This is an optimization exercise on Yosys and OpenROAD, whose aim is small area, a short achievable clock period and few clock cycles per item, not a production implementation.
In this exercise RTL edits were held to simulation tests only and were not proved equivalent to the original.
Power and IR drop assume default switching activity.

$ cat flow/config.mk
export PLATFORM = sky130hd
export DESIGN_NAME = bresenham_line_rasterizer
export DESIGN_NICKNAME = bresenham_line_rasterizer
export VERILOG_FILES = /design/flow/design.v
export SDC_FILE = /design/flow/constraint.sdc
export NUM_CORES = 4
export LEC_CHECK = 0
export CAP_MARGIN = 20
export CORE_MARGIN = 2
export CORE_UTILIZATION = 70
export SETUP_SLACK_MARGIN = 3.8
export SLEW_MARGIN = 20
export TNS_END_PERCENT = 0
$ cat flow/constraint.sdc
create_clock -name core_clock -period 7.5 [get_ports {clock}]
set_input_delay 1.5000 -clock core_clock [delete_from_list [all_inputs] [get_ports {clock}]]
set_output_delay 1.5000 -clock core_clock [all_outputs]
set_load 0.01 [all_outputs]
$ cat flow/design.v
package brl_pkg;
   localparam int COORD_BITS_DEFAULT  = 12;
   localparam int QUEUE_DEPTH_DEFAULT = 2;
   localparam int CFG_ADDR_BITS = 4;
   localparam int CFG_DATA_BITS = 32;
   localparam int OFFSET_BITS   = 12;
   localparam int STRIDE_BITS   = 16;
   localparam int CHAN_BITS     = 8;
   localparam int COLOR_BITS    = 3 * CHAN_BITS;
   localparam int ADDR_BITS     = 32;
   localparam int WORD_BITS     = 32;
   localparam int HALF_BITS     = WORD_BITS / 2;
   localparam int RED_SHIFT_565   = 11;
   localparam int GREEN_SHIFT_565 = 5;
   localparam int SHIFT_BGRX32 = 2;
   localparam int SHIFT_RGB565 = 1;
   typedef enum logic [1:0] {
      REG_X_OFFSET    = 2'd0,
      REG_Y_OFFSET    = 2'd1,
      REG_LINE_STRIDE = 2'd2,
      REG_PIXEL_MODE  = 2'd3
   } reg_index_type;
   typedef enum logic {
      MODE_BGRX32 = 1'b0,
      MODE_RGB565 = 1'b1
   } pixel_mode_type;
   typedef enum logic {
      KIND_LOAD = 1'b0,
      KIND_STEP = 1'b1
   } item_kind_type;
   typedef struct packed {
      logic [OFFSET_BITS-1:0] x_offset;
      logic [OFFSET_BITS-1:0] y_offset;
      logic [STRIDE_BITS-1:0] line_stride;
      pixel_mode_type         pixel_mode;
   } cfg_type;
   function automatic int entry_bits(input int coord_bits);
      entry_bits = 5 * coord_bits + COLOR_BITS + 3;
   endfunction
   function automatic int req_data_bits(input int coord_bits);
      req_data_bits = ((4 * coord_bits + COLOR_BITS + 7) / 8) * 8;
   endfunction
   function automatic int rsp_data_bits(input int coord_bits);
      rsp_data_bits = ((2 * coord_bits + ADDR_BITS + WORD_BITS + 7) / 8) * 8;
   endfunction
endpackage
module brl_front #(
   parameter int COORD_BITS = brl_pkg::COORD_BITS_DEFAULT
) (
   input  logic [brl_pkg::req_data_bits(COORD_BITS)-1:0]  req_tdata,
   output logic [COORD_BITS-1:0]                          xs, ys, xe, ye,
   output logic [COORD_BITS-1:0]                          adx, ady,
   output logic                                           xn, yn,
   output logic [brl_pkg::COLOR_BITS-1:0]                 color,
   input  logic [COORD_BITS-1:0]                          r_xs, r_ys, r_xe, r_ye,
   input  logic [COORD_BITS-1:0]                          r_adx, r_ady,
   input  logic                                           r_xn, r_yn,
   output logic                                           steep,
   output logic                                           swap,
   output logic                                           minor_down,
   output logic [COORD_BITS-1:0]                          px0,
   output logic [COORD_BITS-1:0]                          py0,
   output logic [COORD_BITS-1:0]                          dmaj,
   output logic [COORD_BITS-1:0]                          dmin,
   output logic [COORD_BITS:0]                            dq
);
   localparam int C  = COORD_BITS;
   localparam int CB = brl_pkg::CHAN_BITS;
   logic [C:0] dx, dy, diff;
   assign xs    = req_tdata[C-1:0];
   assign ys    = req_tdata[2*C-1:C];
   assign xe    = req_tdata[3*C-1:2*C];
   assign ye    = req_tdata[4*C-1:3*C];
   assign color = {req_tdata[4*C+CB-1:4*C], req_tdata[4*C+2*CB-1:4*C+CB],
                   req_tdata[4*C+3*CB-1:4*C+2*CB]};
   always_comb begin
      dx  = {1'b0, xe} - {1'b0, xs};
      dy  = {1'b0, ye} - {1'b0, ys};
      xn  = dx[C];
      yn  = dy[C];
      adx = (dx[C-1:0] ^ {C{xn}}) + C'(xn);
      ady = (dy[C-1:0] ^ {C{yn}}) + C'(yn);
   end
   always_comb begin
      diff  = {1'b0, r_ady} - {1'b0, r_adx};
      steep = !diff[C];
      swap  = steep ? r_yn : r_xn;
      px0   = swap ? r_xe : r_xs;
      py0   = swap ? r_ye : r_ys;
      minor_down = r_xn ^ r_yn;
      dmaj  = steep ? r_ady : r_adx;
      dmin  = steep ? r_adx : r_ady;
      dq    = steep ? ~diff : diff;
   end
endmodule
module brl_mac (
   input  logic [14:0] a,
   input  logic [14:0] x,
   input  logic [12:0] y,
   input  logic [15:0] m,
   input  logic [17:0] m3,
   output logic [31:0] s0,
   output logic [31:0] s1
);
   wire d0_1 = y[0] & ~y[1];
   wire d0_2 = ~y[0] & y[1];
   wire d0_3 = y[0] & y[1];
   wire p0_0 = (d0_1 & m[0]) | (d0_3 & m3[0]);
   wire p0_1 = (d0_1 & m[1]) | (d0_2 & m[0]) | (d0_3 & m3[1]);
   wire p0_2 = (d0_1 & m[2]) | (d0_2 & m[1]) | (d0_3 & m3[2]);
   wire p0_3 = (d0_1 & m[3]) | (d0_2 & m[2]) | (d0_3 & m3[3]);
   wire p0_4 = (d0_1 & m[4]) | (d0_2 & m[3]) | (d0_3 & m3[4]);
   wire p0_5 = (d0_1 & m[5]) | (d0_2 & m[4]) | (d0_3 & m3[5]);
   wire p0_6 = (d0_1 & m[6]) | (d0_2 & m[5]) | (d0_3 & m3[6]);
   wire p0_7 = (d0_1 & m[7]) | (d0_2 & m[6]) | (d0_3 & m3[7]);
   wire p0_8 = (d0_1 & m[8]) | (d0_2 & m[7]) | (d0_3 & m3[8]);
   wire p0_9 = (d0_1 & m[9]) | (d0_2 & m[8]) | (d0_3 & m3[9]);
   wire p0_10 = (d0_1 & m[10]) | (d0_2 & m[9]) | (d0_3 & m3[10]);
   wire p0_11 = (d0_1 & m[11]) | (d0_2 & m[10]) | (d0_3 & m3[11]);
   wire p0_12 = (d0_1 & m[12]) | (d0_2 & m[11]) | (d0_3 & m3[12]);
   wire p0_13 = (d0_1 & m[13]) | (d0_2 & m[12]) | (d0_3 & m3[13]);
   wire p0_14 = (d0_1 & m[14]) | (d0_2 & m[13]) | (d0_3 & m3[14]);
   wire p0_15 = (d0_1 & m[15]) | (d0_2 & m[14]) | (d0_3 & m3[15]);
   wire p0_16 = (d0_2 & m[15]) | (d0_3 & m3[16]);
   wire p0_17 = (d0_3 & m3[17]);
   wire d1_1 = y[2] & ~y[3];
   wire d1_2 = ~y[2] & y[3];
   wire d1_3 = y[2] & y[3];
   wire p1_0 = (d1_1 & m[0]) | (d1_3 & m3[0]);
   wire p1_1 = (d1_1 & m[1]) | (d1_2 & m[0]) | (d1_3 & m3[1]);
   wire p1_2 = (d1_1 & m[2]) | (d1_2 & m[1]) | (d1_3 & m3[2]);
   wire p1_3 = (d1_1 & m[3]) | (d1_2 & m[2]) | (d1_3 & m3[3]);
   wire p1_4 = (d1_1 & m[4]) | (d1_2 & m[3]) | (d1_3 & m3[4]);
   wire p1_5 = (d1_1 & m[5]) | (d1_2 & m[4]) | (d1_3 & m3[5]);
   wire p1_6 = (d1_1 & m[6]) | (d1_2 & m[5]) | (d1_3 & m3[6]);
   wire p1_7 = (d1_1 & m[7]) | (d1_2 & m[6]) | (d1_3 & m3[7]);
   wire p1_8 = (d1_1 & m[8]) | (d1_2 & m[7]) | (d1_3 & m3[8]);
   wire p1_9 = (d1_1 & m[9]) | (d1_2 & m[8]) | (d1_3 & m3[9]);
   wire p1_10 = (d1_1 & m[10]) | (d1_2 & m[9]) | (d1_3 & m3[10]);
   wire p1_11 = (d1_1 & m[11]) | (d1_2 & m[10]) | (d1_3 & m3[11]);
   wire p1_12 = (d1_1 & m[12]) | (d1_2 & m[11]) | (d1_3 & m3[12]);
   wire p1_13 = (d1_1 & m[13]) | (d1_2 & m[12]) | (d1_3 & m3[13]);
   wire p1_14 = (d1_1 & m[14]) | (d1_2 & m[13]) | (d1_3 & m3[14]);
   wire p1_15 = (d1_1 & m[15]) | (d1_2 & m[14]) | (d1_3 & m3[15]);
   wire p1_16 = (d1_2 & m[15]) | (d1_3 & m3[16]);
   wire p1_17 = (d1_3 & m3[17]);
   wire d2_1 = y[4] & ~y[5];
   wire d2_2 = ~y[4] & y[5];
   wire d2_3 = y[4] & y[5];
   wire p2_0 = (d2_1 & m[0]) | (d2_3 & m3[0]);
   wire p2_1 = (d2_1 & m[1]) | (d2_2 & m[0]) | (d2_3 & m3[1]);
   wire p2_2 = (d2_1 & m[2]) | (d2_2 & m[1]) | (d2_3 & m3[2]);
   wire p2_3 = (d2_1 & m[3]) | (d2_2 & m[2]) | (d2_3 & m3[3]);
   wire p2_4 = (d2_1 & m[4]) | (d2_2 & m[3]) | (d2_3 & m3[4]);
   wire p2_5 = (d2_1 & m[5]) | (d2_2 & m[4]) | (d2_3 & m3[5]);
   wire p2_6 = (d2_1 & m[6]) | (d2_2 & m[5]) | (d2_3 & m3[6]);
   wire p2_7 = (d2_1 & m[7]) | (d2_2 & m[6]) | (d2_3 & m3[7]);
   wire p2_8 = (d2_1 & m[8]) | (d2_2 & m[7]) | (d2_3 & m3[8]);
   wire p2_9 = (d2_1 & m[9]) | (d2_2 & m[8]) | (d2_3 & m3[9]);
   wire p2_10 = (d2_1 & m[10]) | (d2_2 & m[9]) | (d2_3 & m3[10]);
   wire p2_11 = (d2_1 & m[11]) | (d2_2 & m[10]) | (d2_3 & m3[11]);
   wire p2_12 = (d2_1 & m[12]) | (d2_2 & m[11]) | (d2_3 & m3[12]);
   wire p2_13 = (d2_1 & m[13]) | (d2_2 & m[12]) | (d2_3 & m3[13]);
   wire p2_14 = (d2_1 & m[14]) | (d2_2 & m[13]) | (d2_3 & m3[14]);
   wire p2_15 = (d2_1 & m[15]) | (d2_2 & m[14]) | (d2_3 & m3[15]);
   wire p2_16 = (d2_2 & m[15]) | (d2_3 & m3[16]);
   wire p2_17 = (d2_3 & m3[17]);
   wire d3_1 = y[6] & ~y[7];
   wire d3_2 = ~y[6] & y[7];
   wire d3_3 = y[6] & y[7];
   wire p3_0 = (d3_1 & m[0]) | (d3_3 & m3[0]);
   wire p3_1 = (d3_1 & m[1]) | (d3_2 & m[0]) | (d3_3 & m3[1]);
   wire p3_2 = (d3_1 & m[2]) | (d3_2 & m[1]) | (d3_3 & m3[2]);
   wire p3_3 = (d3_1 & m[3]) | (d3_2 & m[2]) | (d3_3 & m3[3]);
   wire p3_4 = (d3_1 & m[4]) | (d3_2 & m[3]) | (d3_3 & m3[4]);
   wire p3_5 = (d3_1 & m[5]) | (d3_2 & m[4]) | (d3_3 & m3[5]);
   wire p3_6 = (d3_1 & m[6]) | (d3_2 & m[5]) | (d3_3 & m3[6]);
   wire p3_7 = (d3_1 & m[7]) | (d3_2 & m[6]) | (d3_3 & m3[7]);
   wire p3_8 = (d3_1 & m[8]) | (d3_2 & m[7]) | (d3_3 & m3[8]);
   wire p3_9 = (d3_1 & m[9]) | (d3_2 & m[8]) | (d3_3 & m3[9]);
   wire p3_10 = (d3_1 & m[10]) | (d3_2 & m[9]) | (d3_3 & m3[10]);
   wire p3_11 = (d3_1 & m[11]) | (d3_2 & m[10]) | (d3_3 & m3[11]);
   wire p3_12 = (d3_1 & m[12]) | (d3_2 & m[11]) | (d3_3 & m3[12]);
   wire p3_13 = (d3_1 & m[13]) | (d3_2 & m[12]) | (d3_3 & m3[13]);
   wire p3_14 = (d3_1 & m[14]) | (d3_2 & m[13]) | (d3_3 & m3[14]);
   wire p3_15 = (d3_1 & m[15]) | (d3_2 & m[14]) | (d3_3 & m3[15]);
   wire p3_16 = (d3_2 & m[15]) | (d3_3 & m3[16]);
   wire p3_17 = (d3_3 & m3[17]);
   wire d4_1 = y[8] & ~y[9];
   wire d4_2 = ~y[8] & y[9];
   wire d4_3 = y[8] & y[9];
   wire p4_0 = (d4_1 & m[0]) | (d4_3 & m3[0]);
   wire p4_1 = (d4_1 & m[1]) | (d4_2 & m[0]) | (d4_3 & m3[1]);
   wire p4_2 = (d4_1 & m[2]) | (d4_2 & m[1]) | (d4_3 & m3[2]);
   wire p4_3 = (d4_1 & m[3]) | (d4_2 & m[2]) | (d4_3 & m3[3]);
   wire p4_4 = (d4_1 & m[4]) | (d4_2 & m[3]) | (d4_3 & m3[4]);
   wire p4_5 = (d4_1 & m[5]) | (d4_2 & m[4]) | (d4_3 & m3[5]);
   wire p4_6 = (d4_1 & m[6]) | (d4_2 & m[5]) | (d4_3 & m3[6]);
   wire p4_7 = (d4_1 & m[7]) | (d4_2 & m[6]) | (d4_3 & m3[7]);
   wire p4_8 = (d4_1 & m[8]) | (d4_2 & m[7]) | (d4_3 & m3[8]);
   wire p4_9 = (d4_1 & m[9]) | (d4_2 & m[8]) | (d4_3 & m3[9]);
   wire p4_10 = (d4_1 & m[10]) | (d4_2 & m[9]) | (d4_3 & m3[10]);
   wire p4_11 = (d4_1 & m[11]) | (d4_2 & m[10]) | (d4_3 & m3[11]);
   wire p4_12 = (d4_1 & m[12]) | (d4_2 & m[11]) | (d4_3 & m3[12]);
   wire p4_13 = (d4_1 & m[13]) | (d4_2 & m[12]) | (d4_3 & m3[13]);
   wire p4_14 = (d4_1 & m[14]) | (d4_2 & m[13]) | (d4_3 & m3[14]);
   wire p4_15 = (d4_1 & m[15]) | (d4_2 & m[14]) | (d4_3 & m3[15]);
   wire p4_16 = (d4_2 & m[15]) | (d4_3 & m3[16]);
   wire p4_17 = (d4_3 & m3[17]);
   wire d5_1 = y[10] & ~y[11];
   wire d5_2 = ~y[10] & y[11];
   wire d5_3 = y[10] & y[11];
   wire p5_0 = (d5_1 & m[0]) | (d5_3 & m3[0]);
   wire p5_1 = (d5_1 & m[1]) | (d5_2 & m[0]) | (d5_3 & m3[1]);
   wire p5_2 = (d5_1 & m[2]) | (d5_2 & m[1]) | (d5_3 & m3[2]);
   wire p5_3 = (d5_1 & m[3]) | (d5_2 & m[2]) | (d5_3 & m3[3]);
   wire p5_4 = (d5_1 & m[4]) | (d5_2 & m[3]) | (d5_3 & m3[4]);
   wire p5_5 = (d5_1 & m[5]) | (d5_2 & m[4]) | (d5_3 & m3[5]);
   wire p5_6 = (d5_1 & m[6]) | (d5_2 & m[5]) | (d5_3 & m3[6]);
   wire p5_7 = (d5_1 & m[7]) | (d5_2 & m[6]) | (d5_3 & m3[7]);
   wire p5_8 = (d5_1 & m[8]) | (d5_2 & m[7]) | (d5_3 & m3[8]);
   wire p5_9 = (d5_1 & m[9]) | (d5_2 & m[8]) | (d5_3 & m3[9]);
   wire p5_10 = (d5_1 & m[10]) | (d5_2 & m[9]) | (d5_3 & m3[10]);
   wire p5_11 = (d5_1 & m[11]) | (d5_2 & m[10]) | (d5_3 & m3[11]);
   wire p5_12 = (d5_1 & m[12]) | (d5_2 & m[11]) | (d5_3 & m3[12]);
   wire p5_13 = (d5_1 & m[13]) | (d5_2 & m[12]) | (d5_3 & m3[13]);
   wire p5_14 = (d5_1 & m[14]) | (d5_2 & m[13]) | (d5_3 & m3[14]);
   wire p5_15 = (d5_1 & m[15]) | (d5_2 & m[14]) | (d5_3 & m3[15]);
   wire p5_16 = (d5_2 & m[15]) | (d5_3 & m3[16]);
   wire p5_17 = (d5_3 & m3[17]);
   wire d6_1 = y[12] & ~1'b0;
   wire d6_2 = ~y[12] & 1'b0;
   wire d6_3 = y[12] & 1'b0;
   wire p6_0 = (d6_1 & m[0]);
   wire p6_1 = (d6_1 & m[1]) | (d6_2 & m[0]);
   wire p6_2 = (d6_1 & m[2]) | (d6_2 & m[1]);
   wire p6_3 = (d6_1 & m[3]) | (d6_2 & m[2]);
   wire p6_4 = (d6_1 & m[4]) | (d6_2 & m[3]);
   wire p6_5 = (d6_1 & m[5]) | (d6_2 & m[4]);
   wire p6_6 = (d6_1 & m[6]) | (d6_2 & m[5]);
   wire p6_7 = (d6_1 & m[7]) | (d6_2 & m[6]);
   wire p6_8 = (d6_1 & m[8]) | (d6_2 & m[7]);
   wire p6_9 = (d6_1 & m[9]) | (d6_2 & m[8]);
   wire p6_10 = (d6_1 & m[10]) | (d6_2 & m[9]);
   wire p6_11 = (d6_1 & m[11]) | (d6_2 & m[10]);
   wire p6_12 = (d6_1 & m[12]) | (d6_2 & m[11]);
   wire p6_13 = (d6_1 & m[13]) | (d6_2 & m[12]);
   wire p6_14 = (d6_1 & m[14]) | (d6_2 & m[13]);
   wire p6_15 = (d6_1 & m[15]) | (d6_2 & m[14]);
   wire hs0 = p0_8 ^ p1_6;
   wire hc0 = p0_8 & p1_6;
   wire fs1 = p0_9 ^ p1_7 ^ p2_5;
   wire fc1 = (p0_9 & p1_7) | (p0_9 & p2_5) | (p1_7 & p2_5);
   wire fs2 = p0_10 ^ p1_8 ^ p2_6;
   wire fc2 = (p0_10 & p1_8) | (p0_10 & p2_6) | (p1_8 & p2_6);
   wire hs3 = p3_4 ^ p4_2;
   wire hc3 = p3_4 & p4_2;
   wire fs4 = p0_11 ^ p1_9 ^ p2_7;
   wire fc4 = (p0_11 & p1_9) | (p0_11 & p2_7) | (p1_9 & p2_7);
   wire fs5 = p3_5 ^ p4_3 ^ p5_1;
   wire fc5 = (p3_5 & p4_3) | (p3_5 & p5_1) | (p4_3 & p5_1);
   wire fs6 = p0_12 ^ p1_10 ^ p2_8;
   wire fc6 = (p0_12 & p1_10) | (p0_12 & p2_8) | (p1_10 & p2_8);
   wire fs7 = p3_6 ^ p4_4 ^ p5_2;
   wire fc7 = (p3_6 & p4_4) | (p3_6 & p5_2) | (p4_4 & p5_2);
   wire hs8 = p6_0 ^ a[12];
   wire hc8 = p6_0 & a[12];
   wire fs9 = p0_13 ^ p1_11 ^ p2_9;
   wire fc9 = (p0_13 & p1_11) | (p0_13 & p2_9) | (p1_11 & p2_9);
   wire fs10 = p3_7 ^ p4_5 ^ p5_3;
   wire fc10 = (p3_7 & p4_5) | (p3_7 & p5_3) | (p4_5 & p5_3);
   wire fs11 = p6_1 ^ a[13] ^ x[13];
   wire fc11 = (p6_1 & a[13]) | (p6_1 & x[13]) | (a[13] & x[13]);
   wire fs12 = p0_14 ^ p1_12 ^ p2_10;
   wire fc12 = (p0_14 & p1_12) | (p0_14 & p2_10) | (p1_12 & p2_10);
   wire fs13 = p3_8 ^ p4_6 ^ p5_4;
   wire fc13 = (p3_8 & p4_6) | (p3_8 & p5_4) | (p4_6 & p5_4);
   wire fs14 = p6_2 ^ a[14] ^ x[14];
   wire fc14 = (p6_2 & a[14]) | (p6_2 & x[14]) | (a[14] & x[14]);
   wire fs15 = p0_15 ^ p1_13 ^ p2_11;
   wire fc15 = (p0_15 & p1_13) | (p0_15 & p2_11) | (p1_13 & p2_11);
   wire fs16 = p3_9 ^ p4_7 ^ p5_5;
   wire fc16 = (p3_9 & p4_7) | (p3_9 & p5_5) | (p4_7 & p5_5);
   wire fs17 = p0_16 ^ p1_14 ^ p2_12;
   wire fc17 = (p0_16 & p1_14) | (p0_16 & p2_12) | (p1_14 & p2_12);
   wire hs18 = p3_10 ^ p4_8;
   wire hc18 = p3_10 & p4_8;
   wire fs19 = p0_17 ^ p1_15 ^ p2_13;
   wire fc19 = (p0_17 & p1_15) | (p0_17 & p2_13) | (p1_15 & p2_13);
   wire hs20 = p3_11 ^ p4_9;
   wire hc20 = p3_11 & p4_9;
   wire fs21 = p1_16 ^ p2_14 ^ p3_12;
   wire fc21 = (p1_16 & p2_14) | (p1_16 & p3_12) | (p2_14 & p3_12);
   wire hs22 = p1_17 ^ p2_15;
   wire hc22 = p1_17 & p2_15;
   wire hs23 = p0_4 ^ p1_2;
   wire hc23 = p0_4 & p1_2;
   wire fs24 = p0_5 ^ p1_3 ^ p2_1;
   wire fc24 = (p0_5 & p1_3) | (p0_5 & p2_1) | (p1_3 & p2_1);
   wire fs25 = p0_6 ^ p1_4 ^ p2_2;
   wire fc25 = (p0_6 & p1_4) | (p0_6 & p2_2) | (p1_4 & p2_2);
   wire hs26 = p3_0 ^ a[6];
   wire hc26 = p3_0 & a[6];
   wire fs27 = p0_7 ^ p1_5 ^ p2_3;
   wire fc27 = (p0_7 & p1_5) | (p0_7 & p2_3) | (p1_5 & p2_3);
   wire fs28 = p3_1 ^ a[7] ^ x[7];
   wire fc28 = (p3_1 & a[7]) | (p3_1 & x[7]) | (a[7] & x[7]);
   wire fs29 = p2_4 ^ p3_2 ^ p4_0;
   wire fc29 = (p2_4 & p3_2) | (p2_4 & p4_0) | (p3_2 & p4_0);
   wire fs30 = a[8] ^ x[8] ^ hs0;
   wire fc30 = (a[8] & x[8]) | (a[8] & hs0) | (x[8] & hs0);
   wire fs31 = p3_3 ^ p4_1 ^ a[9];
   wire fc31 = (p3_3 & p4_1) | (p3_3 & a[9]) | (p4_1 & a[9]);
   wire fs32 = x[9] ^ fs1 ^ hc0;
   wire fc32 = (x[9] & fs1) | (x[9] & hc0) | (fs1 & hc0);
   wire fs33 = p5_0 ^ a[10] ^ x[10];
   wire fc33 = (p5_0 & a[10]) | (p5_0 & x[10]) | (a[10] & x[10]);
   wire fs34 = fs2 ^ hs3 ^ fc1;
   wire fc34 = (fs2 & hs3) | (fs2 & fc1) | (hs3 & fc1);
   wire fs35 = a[11] ^ x[11] ^ fs4;
   wire fc35 = (a[11] & x[11]) | (a[11] & fs4) | (x[11] & fs4);
   wire fs36 = fs5 ^ fc2 ^ hc3;
   wire fc36 = (fs5 & fc2) | (fs5 & hc3) | (fc2 & hc3);
   wire fs37 = x[12] ^ fs6 ^ fs7;
   wire fc37 = (x[12] & fs6) | (x[12] & fs7) | (fs6 & fs7);
   wire fs38 = hs8 ^ fc4 ^ fc5;
   wire fc38 = (hs8 & fc4) | (hs8 & fc5) | (fc4 & fc5);
   wire fs39 = fs9 ^ fs10 ^ fs11;
   wire fc39 = (fs9 & fs10) | (fs9 & fs11) | (fs10 & fs11);
   wire fs40 = fc6 ^ fc7 ^ hc8;
   wire fc40 = (fc6 & fc7) | (fc6 & hc8) | (fc7 & hc8);
   wire fs41 = fs12 ^ fs13 ^ fs14;
   wire fc41 = (fs12 & fs13) | (fs12 & fs14) | (fs13 & fs14);
   wire fs42 = fc9 ^ fc10 ^ fc11;
   wire fc42 = (fc9 & fc10) | (fc9 & fc11) | (fc10 & fc11);
   wire fs43 = p6_3 ^ fs15 ^ fs16;
   wire fc43 = (p6_3 & fs15) | (p6_3 & fs16) | (fs15 & fs16);
   wire fs44 = fc12 ^ fc13 ^ fc14;
   wire fc44 = (fc12 & fc13) | (fc12 & fc14) | (fc13 & fc14);
   wire fs45 = p5_6 ^ p6_4 ^ fs17;
   wire fc45 = (p5_6 & p6_4) | (p5_6 & fs17) | (p6_4 & fs17);
   wire fs46 = hs18 ^ fc15 ^ fc16;
   wire fc46 = (hs18 & fc15) | (hs18 & fc16) | (fc15 & fc16);
   wire fs47 = p5_7 ^ p6_5 ^ fs19;
   wire fc47 = (p5_7 & p6_5) | (p5_7 & fs19) | (p6_5 & fs19);
   wire fs48 = hs20 ^ fc17 ^ hc18;
   wire fc48 = (hs20 & fc17) | (hs20 & hc18) | (fc17 & hc18);
   wire fs49 = p4_10 ^ p5_8 ^ p6_6;
   wire fc49 = (p4_10 & p5_8) | (p4_10 & p6_6) | (p5_8 & p6_6);
   wire fs50 = fs21 ^ fc19 ^ hc20;
   wire fc50 = (fs21 & fc19) | (fs21 & hc20) | (fc19 & hc20);
   wire fs51 = p3_13 ^ p4_11 ^ p5_9;
   wire fc51 = (p3_13 & p4_11) | (p3_13 & p5_9) | (p4_11 & p5_9);
   wire fs52 = p6_7 ^ hs22 ^ fc21;
   wire fc52 = (p6_7 & hs22) | (p6_7 & fc21) | (hs22 & fc21);
   wire fs53 = p2_16 ^ p3_14 ^ p4_12;
   wire fc53 = (p2_16 & p3_14) | (p2_16 & p4_12) | (p3_14 & p4_12);
   wire fs54 = p5_10 ^ p6_8 ^ hc22;
   wire fc54 = (p5_10 & p6_8) | (p5_10 & hc22) | (p6_8 & hc22);
   wire fs55 = p2_17 ^ p3_15 ^ p4_13;
   wire fc55 = (p2_17 & p3_15) | (p2_17 & p4_13) | (p3_15 & p4_13);
   wire hs56 = p5_11 ^ p6_9;
   wire hc56 = p5_11 & p6_9;
   wire fs57 = p3_16 ^ p4_14 ^ p5_12;
   wire fc57 = (p3_16 & p4_14) | (p3_16 & p5_12) | (p4_14 & p5_12);
   wire hs58 = p3_17 ^ p4_15;
   wire hc58 = p3_17 & p4_15;
   wire hs59 = p0_2 ^ p1_0;
   wire hc59 = p0_2 & p1_0;
   wire fs60 = p0_3 ^ p1_1 ^ a[3];
   wire fc60 = (p0_3 & p1_1) | (p0_3 & a[3]) | (p1_1 & a[3]);
   wire fs61 = p2_0 ^ a[4] ^ x[4];
   wire fc61 = (p2_0 & a[4]) | (p2_0 & x[4]) | (a[4] & x[4]);
   wire fs62 = a[5] ^ x[5] ^ fs24;
   wire fc62 = (a[5] & x[5]) | (a[5] & fs24) | (x[5] & fs24);
   wire fs63 = x[6] ^ fs25 ^ hs26;
   wire fc63 = (x[6] & fs25) | (x[6] & hs26) | (fs25 & hs26);
   wire fs64 = fs27 ^ fs28 ^ fc25;
   wire fc64 = (fs27 & fs28) | (fs27 & fc25) | (fs28 & fc25);
   wire fs65 = fs29 ^ fs30 ^ fc27;
   wire fc65 = (fs29 & fs30) | (fs29 & fc27) | (fs30 & fc27);
   wire fs66 = fs31 ^ fs32 ^ fc29;
   wire fc66 = (fs31 & fs32) | (fs31 & fc29) | (fs32 & fc29);
   wire fs67 = fs33 ^ fs34 ^ fc31;
   wire fc67 = (fs33 & fs34) | (fs33 & fc31) | (fs34 & fc31);
   wire fs68 = fs35 ^ fs36 ^ fc33;
   wire fc68 = (fs35 & fs36) | (fs35 & fc33) | (fs36 & fc33);
   wire fs69 = fs37 ^ fs38 ^ fc35;
   wire fc69 = (fs37 & fs38) | (fs37 & fc35) | (fs38 & fc35);
   wire fs70 = fs39 ^ fs40 ^ fc37;
   wire fc70 = (fs39 & fs40) | (fs39 & fc37) | (fs40 & fc37);
   wire fs71 = fs41 ^ fs42 ^ fc39;
   wire fc71 = (fs41 & fs42) | (fs41 & fc39) | (fs42 & fc39);
   wire fs72 = fs43 ^ fs44 ^ fc41;
   wire fc72 = (fs43 & fs44) | (fs43 & fc41) | (fs44 & fc41);
   wire fs73 = fs45 ^ fs46 ^ fc43;
   wire fc73 = (fs45 & fs46) | (fs45 & fc43) | (fs46 & fc43);
   wire fs74 = fs47 ^ fs48 ^ fc45;
   wire fc74 = (fs47 & fs48) | (fs47 & fc45) | (fs48 & fc45);
   wire fs75 = fs49 ^ fs50 ^ fc47;
   wire fc75 = (fs49 & fs50) | (fs49 & fc47) | (fs50 & fc47);
   wire fs76 = fs51 ^ fs52 ^ fc49;
   wire fc76 = (fs51 & fs52) | (fs51 & fc49) | (fs52 & fc49);
   wire fs77 = fs53 ^ fs54 ^ fc51;
   wire fc77 = (fs53 & fs54) | (fs53 & fc51) | (fs54 & fc51);
   wire fs78 = fs55 ^ hs56 ^ fc53;
   wire fc78 = (fs55 & hs56) | (fs55 & fc53) | (hs56 & fc53);
   wire fs79 = p6_10 ^ fs57 ^ fc55;
   wire fc79 = (p6_10 & fs57) | (p6_10 & fc55) | (fs57 & fc55);
   wire fs80 = p5_13 ^ p6_11 ^ hs58;
   wire fc80 = (p5_13 & p6_11) | (p5_13 & hs58) | (p6_11 & hs58);
   wire fs81 = p4_16 ^ p5_14 ^ p6_12;
   wire fc81 = (p4_16 & p5_14) | (p4_16 & p6_12) | (p5_14 & p6_12);
   wire hs82 = p4_17 ^ p5_15;
   wire hc82 = p4_17 & p5_15;
   wire hs83 = p0_0 ^ a[0];
   wire hc83 = p0_0 & a[0];
   wire fs84 = p0_1 ^ a[1] ^ x[1];
   wire fc84 = (p0_1 & a[1]) | (p0_1 & x[1]) | (a[1] & x[1]);
   wire fs85 = a[2] ^ x[2] ^ hs59;
   wire fc85 = (a[2] & x[2]) | (a[2] & hs59) | (x[2] & hs59);
   wire fs86 = x[3] ^ fs60 ^ hc59;
   wire fc86 = (x[3] & fs60) | (x[3] & hc59) | (fs60 & hc59);
   wire fs87 = hs23 ^ fs61 ^ fc60;
   wire fc87 = (hs23 & fs61) | (hs23 & fc60) | (fs61 & fc60);
   wire fs88 = hc23 ^ fs62 ^ fc61;
   wire fc88 = (hc23 & fs62) | (hc23 & fc61) | (fs62 & fc61);
   wire fs89 = fc24 ^ fs63 ^ fc62;
   wire fc89 = (fc24 & fs63) | (fc24 & fc62) | (fs63 & fc62);
   wire fs90 = hc26 ^ fs64 ^ fc63;
   wire fc90 = (hc26 & fs64) | (hc26 & fc63) | (fs64 & fc63);
   wire fs91 = fc28 ^ fs65 ^ fc64;
   wire fc91 = (fc28 & fs65) | (fc28 & fc64) | (fs65 & fc64);
   wire fs92 = fc30 ^ fs66 ^ fc65;
   wire fc92 = (fc30 & fs66) | (fc30 & fc65) | (fs66 & fc65);
   wire fs93 = fc32 ^ fs67 ^ fc66;
   wire fc93 = (fc32 & fs67) | (fc32 & fc66) | (fs67 & fc66);
   wire fs94 = fc34 ^ fs68 ^ fc67;
   wire fc94 = (fc34 & fs68) | (fc34 & fc67) | (fs68 & fc67);
   wire fs95 = fc36 ^ fs69 ^ fc68;
   wire fc95 = (fc36 & fs69) | (fc36 & fc68) | (fs69 & fc68);
   wire fs96 = fc38 ^ fs70 ^ fc69;
   wire fc96 = (fc38 & fs70) | (fc38 & fc69) | (fs70 & fc69);
   wire fs97 = fc40 ^ fs71 ^ fc70;
   wire fc97 = (fc40 & fs71) | (fc40 & fc70) | (fs71 & fc70);
   wire fs98 = fc42 ^ fs72 ^ fc71;
   wire fc98 = (fc42 & fs72) | (fc42 & fc71) | (fs72 & fc71);
   wire fs99 = fc44 ^ fs73 ^ fc72;
   wire fc99 = (fc44 & fs73) | (fc44 & fc72) | (fs73 & fc72);
   wire fs100 = fc46 ^ fs74 ^ fc73;
   wire fc100 = (fc46 & fs74) | (fc46 & fc73) | (fs74 & fc73);
   wire fs101 = fc48 ^ fs75 ^ fc74;
   wire fc101 = (fc48 & fs75) | (fc48 & fc74) | (fs75 & fc74);
   wire fs102 = fc50 ^ fs76 ^ fc75;
   wire fc102 = (fc50 & fs76) | (fc50 & fc75) | (fs76 & fc75);
   wire fs103 = fc52 ^ fs77 ^ fc76;
   wire fc103 = (fc52 & fs77) | (fc52 & fc76) | (fs77 & fc76);
   wire fs104 = fc54 ^ fs78 ^ fc77;
   wire fc104 = (fc54 & fs78) | (fc54 & fc77) | (fs78 & fc77);
   wire fs105 = hc56 ^ fs79 ^ fc78;
   wire fc105 = (hc56 & fs79) | (hc56 & fc78) | (fs79 & fc78);
   wire fs106 = fc57 ^ fs80 ^ fc79;
   wire fc106 = (fc57 & fs80) | (fc57 & fc79) | (fs80 & fc79);
   wire fs107 = hc58 ^ fs81 ^ fc80;
   wire fc107 = (hc58 & fs81) | (hc58 & fc80) | (fs81 & fc80);
   wire fs108 = p6_13 ^ hs82 ^ fc81;
   wire fc108 = (p6_13 & hs82) | (p6_13 & fc81) | (hs82 & fc81);
   wire fs109 = p5_16 ^ p6_14 ^ hc82;
   wire fc109 = (p5_16 & p6_14) | (p5_16 & hc82) | (p6_14 & hc82);
   wire hs110 = p5_17 ^ p6_15;
   wire hc110 = p5_17 & p6_15;
   assign s0 = {1'b0, 1'b0, 1'b0, hc110, hs110, fs109, fs108, fs107, fs106, fs105, fs104, fs103, fs102, fs101, fs100, fs99, fs98, fs97, fs96, fs95, fs94, fs93, fs92, fs91, fs90, fs89, fs88, fs87, fs86, fs85, fs84, x[0]};
   assign s1 = {1'b0, 1'b0, 1'b0, 1'b0, fc109, fc108, fc107, fc106, fc105, fc104, fc103, fc102, fc101, fc100, fc99, fc98, fc97, fc96, fc95, fc94, fc93, fc92, fc91, fc90, fc89, fc88, fc87, fc86, fc85, fc84, hc83, hs83};
endmodule
module brl_back #(
   parameter int COORD_BITS = brl_pkg::COORD_BITS_DEFAULT
) (
   input  logic                                           clock,
   input  logic                                           reset,
   input  brl_pkg::cfg_type                               cfg,
   input  logic [brl_pkg::STRIDE_BITS+1:0]                stride3,
   input  logic                                           req_tvalid,
   output logic                                           req_tready,
   input  logic [brl_pkg::req_data_bits(COORD_BITS)-1:0]  req_tdata,
   input  logic                                           req_tuser,
   output logic                                           rsp_tvalid,
   input  logic                                           rsp_tready,
   output logic [brl_pkg::rsp_data_bits(COORD_BITS)-1:0]  rsp_tdata,
   output logic                                           rsp_tlast
);
   localparam int C  = COORD_BITS;
   localparam int AB = brl_pkg::ADDR_BITS;
   localparam int WB = brl_pkg::WORD_BITS;
   localparam int HB = brl_pkg::HALF_BITS;
   localparam int CB = brl_pkg::CHAN_BITS;
   localparam int RSP_BITS = brl_pkg::rsp_data_bits(COORD_BITS);
   logic active_ff;      
   logic out_valid_ff;   
   logic setup1_ff;      
   logic setup2_ff;      
   logic setup3_ff;      
   logic                           steep_ff, down_ff;
   logic [C-1:0]                   px_ff, py_ff, rem_ff, dmin_ff;
   logic [C:0]                     dq_ff, g_ff;
   logic [brl_pkg::COLOR_BITS-1:0] color_ff;
   logic [AB-1:0]                  addr_ff;
   logic [AB-1:0]                  mac1_ff;
   logic [C-1:0]                   f_xs, f_ys, f_xe, f_ye, f_adx, f_ady;
   logic                           f_xn, f_yn, f_steep, f_swap, f_down;
   logic [C-1:0]                   f_px, f_py, f_dmaj, f_dmin;
   logic [C:0]                     f_dq;
   logic [brl_pkg::COLOR_BITS-1:0] f_color;
   brl_front #(
      .COORD_BITS (COORD_BITS)
   ) u_front (
      .req_tdata  (req_tdata),
      .xs         (f_xs),
      .ys         (f_ys),
      .xe         (f_xe),
      .ye         (f_ye),
      .adx        (f_adx),
      .ady        (f_ady),
      .xn         (f_xn),
      .yn         (f_yn),
      .color      (f_color),
      .r_xs       (px_ff),
      .r_ys       (py_ff),
      .r_xe       (rem_ff),
      .r_ye       (dmin_ff),
      .r_adx      (dq_ff[C-1:0]),
      .r_ady      (g_ff[C-1:0]),
      .r_xn       (steep_ff),
      .r_yn       (down_ff),
      .steep      (f_steep),
      .swap       (f_swap),
      .minor_down (f_down),
      .px0        (f_px),
      .py0        (f_py),
      .dmaj       (f_dmaj),
      .dmin       (f_dmin),
      .dq         (f_dq)
   );
   logic            deliver, accept, load, step, open_now, cond;
   logic [C:0]      g_op, g_keep, g_move, g_next, y_sum, ys_sum, ye_sum;
   logic [C-1:0]    px_delta, py_delta;
   logic [AB-1:0]   x_part, mac0, mac1, bsel, csel, step_b, step_c, step_s, step_k;
   logic [AB-1:0]   addr_step;
   logic [AB/2:0]   step_lo;
   logic [AB/2-1:0] step_hi0, step_hi1, step_hi;
   logic [C+2:0]    x_off;
   logic [2:0]      s_pix;
   logic [CB-1:0]   red, green, blue;
   logic [HB-1:0]   word565;
   logic [WB-1:0]   word;
   assign deliver    = out_valid_ff && rsp_tready;
   assign req_tready = !setup1_ff && !setup2_ff && (!out_valid_ff || rsp_tready);
   assign accept     = req_tvalid && req_tready;
   assign load       = accept && brl_pkg::item_kind_type'(req_tuser) == brl_pkg::KIND_LOAD;
   assign step       = accept && brl_pkg::item_kind_type'(req_tuser) == brl_pkg::KIND_STEP;
   assign open_now   = deliver ? rem_ff != C'(1) : active_ff;
   assign cond       = !g_ff[C] && !setup2_ff;
   always_comb begin
      ys_sum = (C+1)'(py_ff) + (C+1)'(cfg.y_offset);
      ye_sum = (C+1)'(dmin_ff) + (C+1)'(cfg.y_offset);
      y_sum  = (ye_sum & {(C+1){f_swap}}) | (ys_sum & {(C+1){!f_swap}});
      case (cfg.pixel_mode)
         brl_pkg::MODE_RGB565: begin
            x_part = AB'(f_px) << brl_pkg::SHIFT_RGB565;
            x_off  = (C+3)'(cfg.x_offset) << brl_pkg::SHIFT_RGB565;
         end
         default: begin
            x_part = AB'(f_px) << brl_pkg::SHIFT_BGRX32;
            x_off  = (C+3)'(cfg.x_offset) << brl_pkg::SHIFT_BGRX32;
         end
      endcase
      g_op   = setup2_ff ? ~{2'b00, rem_ff[C-1:1]} : g_ff;
      g_keep = g_op + {1'b0, dmin_ff};
      g_move = g_ff + dq_ff + (C+1)'(steep_ff);
      g_next = (g_move & {(C+1){cond}}) | (g_keep & {(C+1){!cond}});
      s_pix = cfg.pixel_mode ? 3'd2 : 3'd4;
      if (steep_ff) begin
         bsel = AB'(cfg.line_stride);
         csel = !cond ? '0 : down_ff ? -(AB'(s_pix)) : AB'(s_pix);
      end else begin
         bsel = !cond ? '0 : down_ff ? ~(AB'(cfg.line_stride)) : AB'(cfg.line_stride);
         csel = AB'(s_pix) + AB'(cond && down_ff);
      end
   end
   always_comb begin
      px_delta = C'(1);
      py_delta = C'(1);
      if (steep_ff) px_delta = !cond ? '0 : down_ff ? '1 : C'(1);
      else          py_delta = !cond ? '0 : down_ff ? '1 : C'(1);
   end
   brl_mac u_mac (
      .a  (addr_ff[C+2:0]),
      .x  (x_off),
      .y  (g_ff),
      .m  (cfg.line_stride),
      .m3 (stride3),
      .s0 (mac0),
      .s1 (mac1)
   );
   always_comb begin
      step_b    = setup3_ff ? mac1_ff : bsel;
      step_c    = setup3_ff ? '0 : csel;
      step_s    = addr_ff ^ step_b ^ step_c;
      step_k    = ((addr_ff & step_b) | (addr_ff & step_c) | (step_b & step_c)) << 1;
      step_lo   = {1'b0, step_s[AB/2-1:0]} + {1'b0, step_k[AB/2-1:0]};
      step_hi0  = step_s[AB-1:AB/2] + step_k[AB-1:AB/2];
      step_hi1  = step_s[AB-1:AB/2] + step_k[AB-1:AB/2] + (AB/2)'(1);
      step_hi   = (step_hi1 & {(AB/2){step_lo[AB/2]}}) |
                  (step_hi0 & {(AB/2){!step_lo[AB/2]}});
      addr_step = {step_hi, step_lo[AB/2-1:0]};
   end
   always_ff @(posedge clock) begin
      mac1_ff <= mac1;
   end
   always_ff @(posedge clock) begin
      if (reset) begin
         active_ff    <= 1'b0;
         out_valid_ff <= 1'b0;
         setup1_ff    <= 1'b0;
         setup2_ff    <= 1'b0;
         setup3_ff    <= 1'b0;
      end else begin
         setup1_ff <= load;
         setup2_ff <= setup1_ff && !load;
         setup3_ff <= setup2_ff && !load;
         if (load) begin
            active_ff    <= 1'b0;
            out_valid_ff <= 1'b0;
         end else if (setup1_ff) begin
            active_ff    <= f_dmaj != '0;
         end else begin
            if (deliver) active_ff <= rem_ff != C'(1);
            if (step) out_valid_ff <= open_now;
            else if (deliver) out_valid_ff <= 1'b0;
         end
      end
   end
   always_ff @(posedge clock) begin
      if (load) begin
         px_ff    <= f_xs;
         py_ff    <= f_ys;
         rem_ff   <= f_xe;
         dmin_ff  <= f_ye;
         dq_ff    <= {1'b0, f_adx};
         g_ff     <= {1'b0, f_ady};
         steep_ff <= f_xn;
         down_ff  <= f_yn;
         color_ff <= f_color;
      end else if (setup1_ff) begin
         steep_ff <= f_steep;
         down_ff  <= f_down;
         px_ff    <= f_px;
         py_ff    <= f_py;
         rem_ff   <= f_dmaj;
         dmin_ff  <= f_dmin;
         dq_ff    <= f_dq;
         g_ff     <= y_sum;
         addr_ff  <= x_part;
      end else if (setup2_ff) begin
         g_ff     <= g_next;
         addr_ff  <= mac0;
      end else if (setup3_ff) begin
         addr_ff  <= addr_step;
      end else if (deliver) begin
         px_ff    <= px_ff + px_delta;
         py_ff    <= py_ff + py_delta;
         g_ff     <= g_next;
         rem_ff   <= rem_ff - C'(1);
         addr_ff  <= addr_step;
      end
   end
   always_comb begin
      red   = color_ff[3*CB-1:2*CB];
      green = color_ff[2*CB-1:CB];
      blue  = color_ff[CB-1:0];
      word565 = (HB'(red) << brl_pkg::RED_SHIFT_565) |
                (HB'(green) << brl_pkg::GREEN_SHIFT_565) | HB'(blue);
      case (cfg.pixel_mode)
         brl_pkg::MODE_RGB565: word = WB'(word565);
         default:              word = WB'(color_ff);
      endcase
   end
   assign rsp_tvalid = out_valid_ff;
   assign rsp_tlast  = rem_ff == C'(1);
   assign rsp_tdata  = RSP_BITS'({word, addr_ff, py_ff, px_ff});
endmodule
module bresenham_line_rasterizer #(
   parameter int COORD_BITS  = brl_pkg::COORD_BITS_DEFAULT,
   parameter int QUEUE_DEPTH = brl_pkg::QUEUE_DEPTH_DEFAULT
) (
   input  logic                                           clock,
   input  logic                                           reset,
   input  logic                                           req_tvalid,
   output logic                                           req_tready,
   input  logic [brl_pkg::req_data_bits(COORD_BITS)-1:0]  req_tdata,
   input  logic                                           req_tuser,
   output logic                                           rsp_tvalid,
   input  logic                                           rsp_tready,
   output logic [brl_pkg::rsp_data_bits(COORD_BITS)-1:0]  rsp_tdata,
   output logic                                           rsp_tlast,
   input  logic                                           csr_psel,
   input  logic                                           csr_penable,
   input  logic                                           csr_pwrite,
   input  logic [brl_pkg::CFG_ADDR_BITS-1:0]              csr_paddr,
   input  logic [brl_pkg::CFG_DATA_BITS-1:0]              csr_pwdata,
   output logic [brl_pkg::CFG_DATA_BITS-1:0]              csr_prdata,
   output logic                                           csr_pready
);
   localparam int DB = brl_pkg::CFG_DATA_BITS;
   brl_pkg::cfg_type       cfg_ff, cfg_in;
   brl_pkg::reg_index_type csr_index;
   logic                   csr_write;
   logic [brl_pkg::STRIDE_BITS+1:0] stride3_ff;
   assign csr_pready = 1'b1;
   assign csr_index  = brl_pkg::reg_index_type'(csr_paddr[brl_pkg::CFG_ADDR_BITS-1:2]);
   assign csr_write  = csr_psel && csr_penable && csr_pwrite && csr_pready;
   always_comb begin
      cfg_in = cfg_ff;
      if (csr_write) begin
         case (csr_index)
            brl_pkg::REG_X_OFFSET:
               cfg_in.x_offset = csr_pwdata[brl_pkg::OFFSET_BITS-1:0];
            brl_pkg::REG_Y_OFFSET:
               cfg_in.y_offset = csr_pwdata[brl_pkg::OFFSET_BITS-1:0];
            brl_pkg::REG_LINE_STRIDE:
               cfg_in.line_stride = csr_pwdata[brl_pkg::STRIDE_BITS-1:0];
            brl_pkg::REG_PIXEL_MODE:
               cfg_in.pixel_mode = brl_pkg::pixel_mode_type'(csr_pwdata[0]);
            default: cfg_in = cfg_ff;
         endcase
      end
   end
   always_comb begin
      case (csr_index)
         brl_pkg::REG_X_OFFSET:    csr_prdata = DB'(cfg_ff.x_offset);
         brl_pkg::REG_Y_OFFSET:    csr_prdata = DB'(cfg_ff.y_offset);
         brl_pkg::REG_LINE_STRIDE: csr_prdata = DB'(cfg_ff.line_stride);
         brl_pkg::REG_PIXEL_MODE:  csr_prdata = DB'(cfg_ff.pixel_mode);
         default:                  csr_prdata = '0;
      endcase
   end
   always_ff @(posedge clock) begin
      if (reset) begin
         cfg_ff     <= '0;
         stride3_ff <= '0;
      end else begin
         cfg_ff     <= cfg_in;
         stride3_ff <= (brl_pkg::STRIDE_BITS+2)'(cfg_ff.line_stride) +
                       (brl_pkg::STRIDE_BITS+2)'({cfg_ff.line_stride, 1'b0});
      end
   end
   brl_back #(
      .COORD_BITS (COORD_BITS)
   ) u_back (
      .clock      (clock),
      .reset      (reset),
      .cfg        (cfg_ff),
      .stride3    (stride3_ff),
      .req_tvalid (req_tvalid),
      .req_tready (req_tready),
      .req_tdata  (req_tdata),
      .req_tuser  (req_tuser),
      .rsp_tvalid (rsp_tvalid),
      .rsp_tready (rsp_tready),
      .rsp_tdata  (rsp_tdata),
      .rsp_tlast  (rsp_tlast)
   );
endmodule
$ cat flow/run.sh
#!/bin/bash
# synth_recipe.tcl (not shown) runs the flow's synth.tcl, then flattens the netlist and writes it again
# the make line also repeats each setting of config.mk as NAME=value (left out here)
make -C /OpenROAD-flow-scripts/flow DESIGN_CONFIG=/design/flow/config.mk WORK_HOME=/design/flow/orfs CLKGATE_MAP_FILE= SYNTH_SCRIPT=/design/flow/synth_recipe.tcl finish
==> results of run 1 <==
==> cell usage after synthesis, drive strengths merged (6+ instances only) <==
cell | instances | area share (%)
dfxtp | 94 | 7.9
a22oi | 35 | 1.1
a211oi | 19 | 0.62
nor2b | 47 | 1.2
o31ai | 7 | 0.22
a31oi | 17 | 0.45
a222oi | 17 | 0.71
edfxtp | 130 | 16
or2 | 8 | 0.21
a211o | 6 | 0.22
or3 | 14 | 0.37
inv | 216 | 3.4
a221o | 9 | 0.38
mux2i | 77 | 3.3
buf | 53 | 1.4
o31a | 6 | 0.22
nand2b | 28 | 0.73
o221ai | 16 | 0.59
nand3 | 32 | 0.67
fa | 112 | 9.4
ha | 200 | 10
o41ai | 8 | 0.37
o21bai | 16 | 0.50
a2111oi | 7 | 0.34
nor3b | 10 | 0.31
nor3 | 49 | 1.0
a22o | 58 | 2.1
o211ai | 13 | 0.41
mux2 | 75 | 3.5
nand4 | 9 | 0.24
nor2 | 155 | 2.4
nor4 | 12 | 0.31
o21a | 17 | 0.53
and3 | 14 | 0.37
a21oi | 172 | 3.6
clkbuf | 147 | 2.3
a21o | 49 | 1.5
xor2 | 105 | 3.9
a221oi | 6 | 0.22
and2 | 36 | 0.94
xnor2 | 110 | 4.0
nand2 | 295 | 4.6
o21ai | 192 | 4.0
==> layout make-up <==
cell class	instances	area (um^2)	share of cell area [%]
antenna	1	2.50	0.00891
clock inverter	12	86.3	0.307
timing repair buffer	311	2940	10.5
inverter	218	837	2.98
tap	448	561	2.00
sequential	224	5800	20.6
multi-input combinational	2144	17100	60.9
clock buffer	37	754	2.69
==> critical path: stages <==
cell and delay, ns:
sky130_fd_sc_hd__clkdlybuf4s50_1 0.54, sky130_fd_sc_hd__ha_4 0.24, sky130_fd_sc_hd__o21ai_2 0.19, sky130_fd_sc_hd__o21ai_2 0.08, sky130_fd_sc_hd__a21oi_2 0.18, sky130_fd_sc_hd__nor2_2 0.06
sky130_fd_sc_hd__buf_6 0.13, sky130_fd_sc_hd__xnor2_2 0.12, sky130_fd_sc_hd__ha_2 0.24, sky130_fd_sc_hd__nand2_2 0.07, sky130_fd_sc_hd__or4_4 0.44, sky130_fd_sc_hd__mux2i_4 0.28
sky130_fd_sc_hd__buf_6 0.17, sky130_fd_sc_hd__mux2i_4 0.22, sky130_fd_sc_hd__xor2_1 0.25, sky130_fd_sc_hd__o221ai_1 0.15
==> stage by stage <==
stage / util (%) / instances
6_report: 83.8 / 3395
5_1_grt: 83.8 / 3394
4_1_cts: 81.8 / 3355
3_5_place_dp: 77.7 / 3275
3_3_place_gp: 77.7 / 3275
2_1_floorplan: - / 2785
==> what timing repair did <==
action                                  CTS  global route
hold endpoints to repair                  0             0
cloned                                    0             2
resized for setup                       111           107
pin swaps                                31            44
endpoints found under the setup margin  142           177
buffers inserted                         31            36
==> cells by family (layout without fill, tap and decap cells) <==
kind of cell	Yosys count	after routing	share of synthesized area (%)
AOI/OAI and AO/OA	711	711	19.7
xor gates and xnor gates	216	216	7.99
adders and majority gates	312	312	19.9
buffers and inverters	418	578	7.13
DFF	224	224	24.3
muxes	153	153	6.92
other	2	26	0.0315
and+or+nand+nor	726	727	14.1
==> power by group through the flow <==
stage	Sequential (mW)	Clock, mW	Combinational (mW)
final	1.92	1.29	6.12
after global routing	1.93	1.33	6.60
after CTS	1.93	1.29	5.68
after detailed placement	1.95	0	5.51
after global placement	1.94	0	5.35
after floorplan	1.88	0	4.13
==> worst min path at each step <==
stage                     cells after the start               end
after global routing                          2  u_back.dq_ff[12]
after floorplan                               2  u_back.dq_ff[12]
final                                         2  u_back.dq_ff[12]
after CTS                                     2  u_back.dq_ff[12]
after global placement                        2  u_back.dq_ff[12]
after detailed placement                      2  u_back.dq_ff[12]
==> sequential cells by signal, summed over array words and instances, names as in the netlist, 12 cells and up <==
signal           count
u_back.py_ff        12
u_back.addr_ff      32
u_back.dq_ff        13
stride3_ff          18
u_back.g_ff         13
u_back.px_ff        12
u_back.dmin_ff      12
u_back.mac1_ff      28
cfg_ff              41
u_back.rem_ff       12
u_back.color_ff     24
==> routing by layer <==
metal  up-vias  GRT usage [%]  wire (um)
li1      10032              -          -
met1     10818           51.0      27400
met2      1630           71.2      37500
met3       442           6.03       8210
met4         0           25.4       5790
met5         -          0.137          0
==> results.py, run 1 <==
metrics = {
    "sta": {
        "finalSetupTns_ns": 0,
        "hold_ws_ns": 0.467,
        "tightestPinTransition_ns": 1.03,
        "grt_setup_unrepaired": "true",
        "fin_crit_sh_pct": 61.3,
        "setup-violations-final": 0,
        "number_of_hold_violations_in_the_final_report": 0,
        "finClkSkew_ns": 0.0181,
        "period_needed_ns": 4.60,
        "max-slew-margin-rel_pct": 30.8,
        "timing.final.max_slew_violations": 0,
        "fin_ws_ns": 2.90,
        "fmax_mhz": 218,
    },
    "synth": {
        "syn-instance-count": 2762,
        "synthesized_flop_and_latch_total": 224,
        "netlist_area_mm2": 0.0239,
        "synthesis.area_per_instance_um2": 8.64,
        "synth_edf_count": 130,
        "netlist-cell-type-count": 81,
        "proportion_of_register_bits_with_asynchronous_set_or_reset_after_synthesis_pct": 0,
        "dominantRegCellSynth": "sky130_fd_sc_hd__edfxtp_1",
        "ys_warn_count": 3,
        "synth_sequential_area_ratio_pct": 24.3,
    },
    "power": {
        "power_switching_mw": 4.38,
        "netSwitchingFraction_pct": 46.9,
        "power_density_mw_per_mm2": 332,
        "clock_power_share_pct": 13.8,
        "combinationalPowerShare_pct": 65.5,
        "power_share_of_the_sequential_group_pct": 20.6,
        "max-vdd-ir-drop_uv": 380,
        "power.static_leakage_nw": 12.3,
        "total_power_mw": 9.34,
        "int_power_mw": 4.96,
    },
    "die": {
        "die-width_um": 189,
        "fp.dieArea_mm2": 0.0356,
        "area_of_the_placeable_core_mm2": 0.0335,
        "row_count": 67,
        "start_util_pct": 71.1,
        "boundaryPins": 240,
        "floorplan.die.height_um": 189,
    },
    "worst_setup_path": {
        "number_of_cell_instances_on_the_worst_register_to_register_path": 18,
        "worstPathRequired_ns": 7.76,
        "critical_path.reg2reg.endpoint": "u_back.addr_ff[21]",
        "setup.worst_path.class": "in2reg",
        "crit_path_end": "u_back.g_ff[6]",
        "rrSetupSlack_ns": 3.05,
        "worstPathMaxFanout": 5,
        "cp_data_arrival_time_ns": 4.86,
        "startpoint": "req_tdata[39]",
        "endpoint_kind": "flop",
        "setup.worst_path.start_class": "input port",
        "worst_r2r_startpoint": "u_back.setup2_ff",
    },
    "detailed_routing": {
        "drt-initial-drc-count": 2671,
        "wl_um": 78900,
        "ant_nets": 0,
        "route.detailed.drc": 0,
        "route.detailed.wl_per_inst_um": 23.3,
        "drt_first_pass_iters": 6,
        "vias_per_cell": 6.75,
        "vias_post_dr": 22922,
    },
    "cts": {
        "tritoncts": "yes",
        "cts-root-to-sink-buffers": 3,
        "cts_num_sinks": 224,
        "cts_made_buffers": 27,
        "clock_pin_slew_on_the_worst_setup_and_hold_paths_ns": 0.06,
        "clk_latency_ns": 0.56,
        "cts-root-buf": "sky130_fd_sc_hd__clkbuf_16",
        "postCtsHoldBufs": 0,
        "h-tree-depth": 1,
    },
    "grt": {
        "grt_pass1_wl_um": 119000,
        "grt-ovfl-total": 0,
        "global_route.usage.total_pct": 42.1,
        "first_global_vias": 22296,
        "grt_max_degree": 66,
        "grt_antenna_before_repair": 0,
    },
    "cells_and_area": {
        "postLayoutCellArea_mm2": 0.0281,
        "layout-drive-gt1-share_pct": 12.7,
        "top_library_cells_by_usage_in_the_layout_fill_and_taps_aside": "sky130_fd_sc_hd__nand2_1 (293), sky130_fd_sc_hd__inv_1 (203), sky130_fd_sc_hd__ha_1 (176), sky130_fd_sc_hd__o21ai_0 (173), sky130_fd_sc_hd__a21oi_1 (162)",
        "syn_to_final_growth_pct": 17.8,
        "layout.cells.most_common": "sky130_fd_sc_hd__nand2_1",
        "layout.nets": 3354,
        "n_fill_cell": 2005,
    },
    "placed_design": {
        "portBuffers": 196,
        "final_wtd_congestion": 0.932,
        "placement.setup.worst_slack_ns": 1.56,
        "dp_hpwl_um": 54100,
        "dpl_cell_area_mm2": 0.0260,
    },
    "min_path": {
        "hold_path.class": "reg2reg",
        "holdCritStartpoint": "u_back.dq_ff[12]",
    },
    "status": {
        "status": "finished clean",
    },
    "flow_run": {
        "maxCapViolCount": 0,
    },
}
Testbench counts, summed over its fixed seeds: cycles 25,957, pixels 21,307.
==> run 2: changes to the inputs <==
==> flow/flow/run.sh (new file) <==
#!/bin/bash
# Layout flow: the standard flow (standard.sh, unchanged synthesis and
# layout steps), with the port buffers made from the small buffer
# sky130_fd_sc_hd__buf_1 instead of the flow's default delay buffer; the
# resizer still upsizes any port buffer that timing needs.
set -e
cp standard.sh standard_sh_copy.log
export BUFFER_PORTS_ARGS="-buffer_cell sky130_fd_sc_hd__buf_1"
bash standard.sh > standard.log 2>&1
==> flow/standard.sh (new file) <==
#!/bin/bash
# synth_recipe.tcl (not shown) runs the flow's synth.tcl, then flattens the netlist and writes it again
# the make line also repeats each setting of config.mk as NAME=value (left out here)
make -C /OpenROAD-flow-scripts/flow DESIGN_CONFIG=/design/flow/config.mk WORK_HOME=/design/flow/orfs CLKGATE_MAP_FILE= SYNTH_SCRIPT=/design/flow/synth_recipe.tcl "${@:-finish}"
--- a/flow/config.mk
+++ b/flow/config.mk
@@ -7,7 +7,7 @@
 export LEC_CHECK = 0
 export CAP_MARGIN = 20
 export CORE_MARGIN = 2
-export CORE_UTILIZATION = 70
-export SETUP_SLACK_MARGIN = 3.8
+export CORE_UTILIZATION = 55
+export SETUP_SLACK_MARGIN = 3.6
 export SLEW_MARGIN = 20
 export TNS_END_PERCENT = 0
removed: flow/run.sh
==> results.py, run 2 <==
metrics = {
    "status": {
        "status": "finished clean",
    },
    "cells_and_area": {
        "n_fill_cell": 3920,
        "syn_to_final_growth_pct": 12.3,
        "layout.cells.most_common": "sky130_fd_sc_hd__nand2_1",
        "biggest_regs": "cfg_ff: 41 flops, u_back.addr_ff: 32 flops, u_back.mac1_ff: 28 flops",
        "top_library_cells_by_usage_in_the_layout_fill_and_taps_aside": "sky130_fd_sc_hd__nand2_1 (294), sky130_fd_sc_hd__inv_1 (209), sky130_fd_sc_hd__ha_1 (191), sky130_fd_sc_hd__buf_1 (190), sky130_fd_sc_hd__o21ai_0 (171)",
        "layout-drive-gt1-share_pct": 10.9,
        "largest_register_ffs": 41,
        "layout.nets": 3337,
        "antenna_cells": 0,
        "largest-register": "cfg_ff",
    },
    "detailed_routing": {
        "drt-initial-drc-count": 1664,
        "drt_first_pass_iters": 6,
        "wl_um": 76800,
        "route.detailed.drc": 0,
        "vias_post_dr": 21331,
        "ant_nets": 0,
        "route.detailed.wl_per_inst_um": 21.8,
        "vias_per_cell": 6.06,
    },
    "cts": {
        "h-tree-depth": 1,
        "tritoncts": "yes",
        "cts_num_sinks": 224,
        "cts_made_buffers": 30,
        "clk_latency_ns": 0.59,
        "cts-root-to-sink-buffers": 3,
        "clock_pin_slew_on_the_worst_setup_and_hold_paths_ns": 0.06,
        "cts-root-buf": "sky130_fd_sc_hd__clkbuf_16",
        "postCtsHoldBufs": 0,
    },
    "die": {
        "boundaryPins": 240,
        "area_of_the_placeable_core_mm2": 0.0430,
        "row_count": 76,
        "floorplan.die.height_um": 212,
        "die-width_um": 212,
        "start_util_pct": 55.5,
        "fp.dieArea_mm2": 0.0451,
    },
    "min_path": {
        "hold_path.class": "reg2reg",
    },
    "worst_setup_path": {
        "setup.worst_path.start_class": "input port",
        "cp_data_arrival_time_ns": 4.75,
        "worstPathMaxFanout": 5,
        "worstPathRequired_ns": 7.83,
        "setup.worst_path.class": "in2reg",
        "endpoint_kind": "flop",
    },
    "grt": {
        "first_global_vias": 20812,
        "grt_max_degree": 66,
        "grt_antenna_before_repair": 1,
        "grt-ovfl-total": 0,
        "global_route.usage.total_pct": 33.9,
        "grt_pass1_wl_um": 118000,
    },
    "synth": {
        "synth_top_family_by_area": "adder cells",
        "yosys-top-cells-area": "sky130_fd_sc_hd__edfxtp_1 (16%), sky130_fd_sc_hd__ha_1 (10%), sky130_fd_sc_hd__fa_1 (9.4%), sky130_fd_sc_hd__dfxtp_1 (7.9%), sky130_fd_sc_hd__nand2_1 (4.6%)",
        "proportion_of_register_bits_with_asynchronous_set_or_reset_after_synthesis_pct": 0,
        "synthesis.area_per_instance_um2": 8.64,
        "yosys.area_share.xor_xnor_pct": 7.99,
        "yosysMostFrequentCell": "sky130_fd_sc_hd__nand2_1",
        "synth_common_cells": "sky130_fd_sc_hd__nand2_1 (295), sky130_fd_sc_hd__inv_1 (216), sky130_fd_sc_hd__ha_1 (200)",
        "post_synth_fa_ha_maj_area_fraction_pct": 19.9,
        "synth_sequential_area_ratio_pct": 24.3,
        "netlist.area_leader.share_pct": 16.4,
        "synth_edf_count": 130,
        "post-synth-top-area-cell": "sky130_fd_sc_hd__edfxtp_1",
        "syn-instance-count": 2762,
        "synth-compound-area-share_pct": 19.7,
        "ys_warn_count": 3,
        "dominantRegCellSynth": "sky130_fd_sc_hd__edfxtp_1",
        "synthesized_flop_and_latch_total": 224,
        "synth.area.mux_share_pct": 6.92,
        "post_synth_and_or_nand_nor_area_fraction_pct": 14.1,
        "netlist_area_mm2": 0.0239,
        "netlist-cell-type-count": 81,
    },
    "sta": {
        "timing.final.max_slew_violations": 0,
        "number_of_hold_violations_in_the_final_report": 0,
        "fin_crit_sh_pct": 58.8,
        "max-slew-margin-rel_pct": 26.8,
        "finalSetupTns_ns": 0,
        "setup-violations-final": 0,
        "finClkSkew_ns": 0.0194,
        "grt_setup_unrepaired": "true",
        "tightestPinTransition_ns": 1.09,
        "fmax_mhz": 227,
        "period_needed_ns": 4.41,
    },
    "power": {
        "total_power_mw": 9.28,
        "max-vdd-ir-drop_uv": 276,
        "power.static_leakage_nw": 11.5,
        "power_density_mw_per_mm2": 346,
    },
    "placed_design": {
        "final_wtd_congestion": 0.925,
        "portBuffers": 196,
        "dp_hpwl_um": 57200,
    },
    "flow_run": {
        "maxCapViolCount": 0,
    },
}
[run 2: path summary, 6_finish.rpt]
check                   startpoint                  to  slack [ns]  cells past startpoint
setup / recovery     req_tdata[36]      u_back.g_ff[8]        3.09                     19
hold / removal    u_back.dq_ff[12]    u_back.dq_ff[12]        0.45                      2
setup reg to reg  u_back.setup2_ff  u_back.addr_ff[28]        3.15                     16
hold reg to reg   u_back.dq_ff[12]    u_back.dq_ff[12]        0.45                      2
[run 2: kinds of logic (layout without fill, tap and decap cells)]
| family | Yosys count | count (layout) |
|---|---|---|
| AOI/OAI and AO/OA | 711 | 711 |
| xor gates and xnor gates | 216 | 216 |
| adders and majority gates | 312 | 312 |
| buffers and inverters | 418 | 565 |
| DFF | 224 | 224 |
| muxes | 153 | 153 |
| other | 2 | 25 |
| and+or+nand+nor | 726 | 727 |
[run 2: layout make-up]
cell class	instances	area [um^2]	share of cell area, %
Multi-Input combinational cell	2144	16800	62.8
Inverter	218	838	3.13
Tap cell	585	732	2.73
Clock inverter	19	201	0.752
Timing Repair Buffer	291	1580	5.90
Clock buffer	37	817	3.05
Sequential cell	224	5790	21.6
[run 2: per-layer routing]
| metal | part of all wire (%) | global-route usage (%) | up-vias |
|---|---|---|---|
| met5 | 0.016 | 0 | - |
| met4 | 5.3 | 16.1 | 2 |
| met3 | 5.3 | 3.99 | 205 |
| met2 | 48 | 58.0 | 709 |
| met1 | 41 | 42.9 | 10405 |
| li1 | - | - | 10010 |
[run 2: metrics by stage]
step	utilization [%]	instances	area (um^2)	hold slack, ns	worst slack (ns)
floorplan	-	2785	24100	0.434	2.80
global placement	58.3	3418	25000	0.441	1.81
detailed placement	58.3	3419	25100	0.445	1.61
CTS	61.6	3501	26500	0.454	3.10
global route	62.3	3518	26800	0.489	2.93
finish	62.3	3518	26800	0.455	3.09
[run 2: repair_timing]
item                       in CTS  in global routing
buffers inserted               24                 16
pin swaps                      16                 27
gates cloned                    2                  1
resized for setup              49                 49
setup endpoints to repair     106                124
[run 2: critical path, cell delays in order]
cell	delay, ns
sky130_fd_sc_hd__buf_1	0.12
sky130_fd_sc_hd__inv_2	0.09
sky130_fd_sc_hd__ha_4	0.14
sky130_fd_sc_hd__inv_1	0.06
sky130_fd_sc_hd__fa_2	0.36
sky130_fd_sc_hd__a211oi_2	0.18
sky130_fd_sc_hd__o21ai_1	0.10
sky130_fd_sc_hd__a21oi_2	0.18
sky130_fd_sc_hd__nor2_1	0.08
sky130_fd_sc_hd__buf_6	0.13
sky130_fd_sc_hd__xnor2_2	0.14
sky130_fd_sc_hd__ha_2	0.21
sky130_fd_sc_hd__nand2_1	0.08
sky130_fd_sc_hd__or4_4	0.44
sky130_fd_sc_hd__mux2i_4	0.23
sky130_fd_sc_hd__buf_4	0.15
sky130_fd_sc_hd__a41oi_1	0.13
sky130_fd_sc_hd__xnor2_1	0.34
sky130_fd_sc_hd__o21ai_1	0.10
[run 2: where the power goes]
group	internal, mW	switching [mW]
clock network	0.879	0.606
registers	1.68	0.262
logic	2.41	3.44

==> port drivers added, routing unchanged <==
How much do the figures lean on ideal ports? The routed layouts below were timed once more, with nothing changed but the port constraints. Step 1 sets driving cells, clkbuf_16 on the clock port and buf_2 on the other inputs (assumed; they add their load-dependent delay and slew). Step 2 moves the port delays by t, midway between the first and last clock arrival at a register: inputs arrive t later, outputs are due t later. That takes back most of the time a late clock gives input paths. Three values: ideal ports, drivers, drivers and shift; two values: the first two.
run	shift t [ns]	slack for setup (ns)	latest minus earliest clock arrival (ns)	worst register clock-pin slew, ns
run 1	0.607	2.902 / 2.926 / 2.320	0.020 / 0.019	0.07 / 0.07
run 2	0.643	3.086 / 3.082 / 2.479	0.023 / 0.023	0.07 / 0.07
After both steps every run listed still meets setup and hold. The setup slack of run 2, which loses most, moves by -0.004 ns with the drivers and by -0.607 ns with both steps.
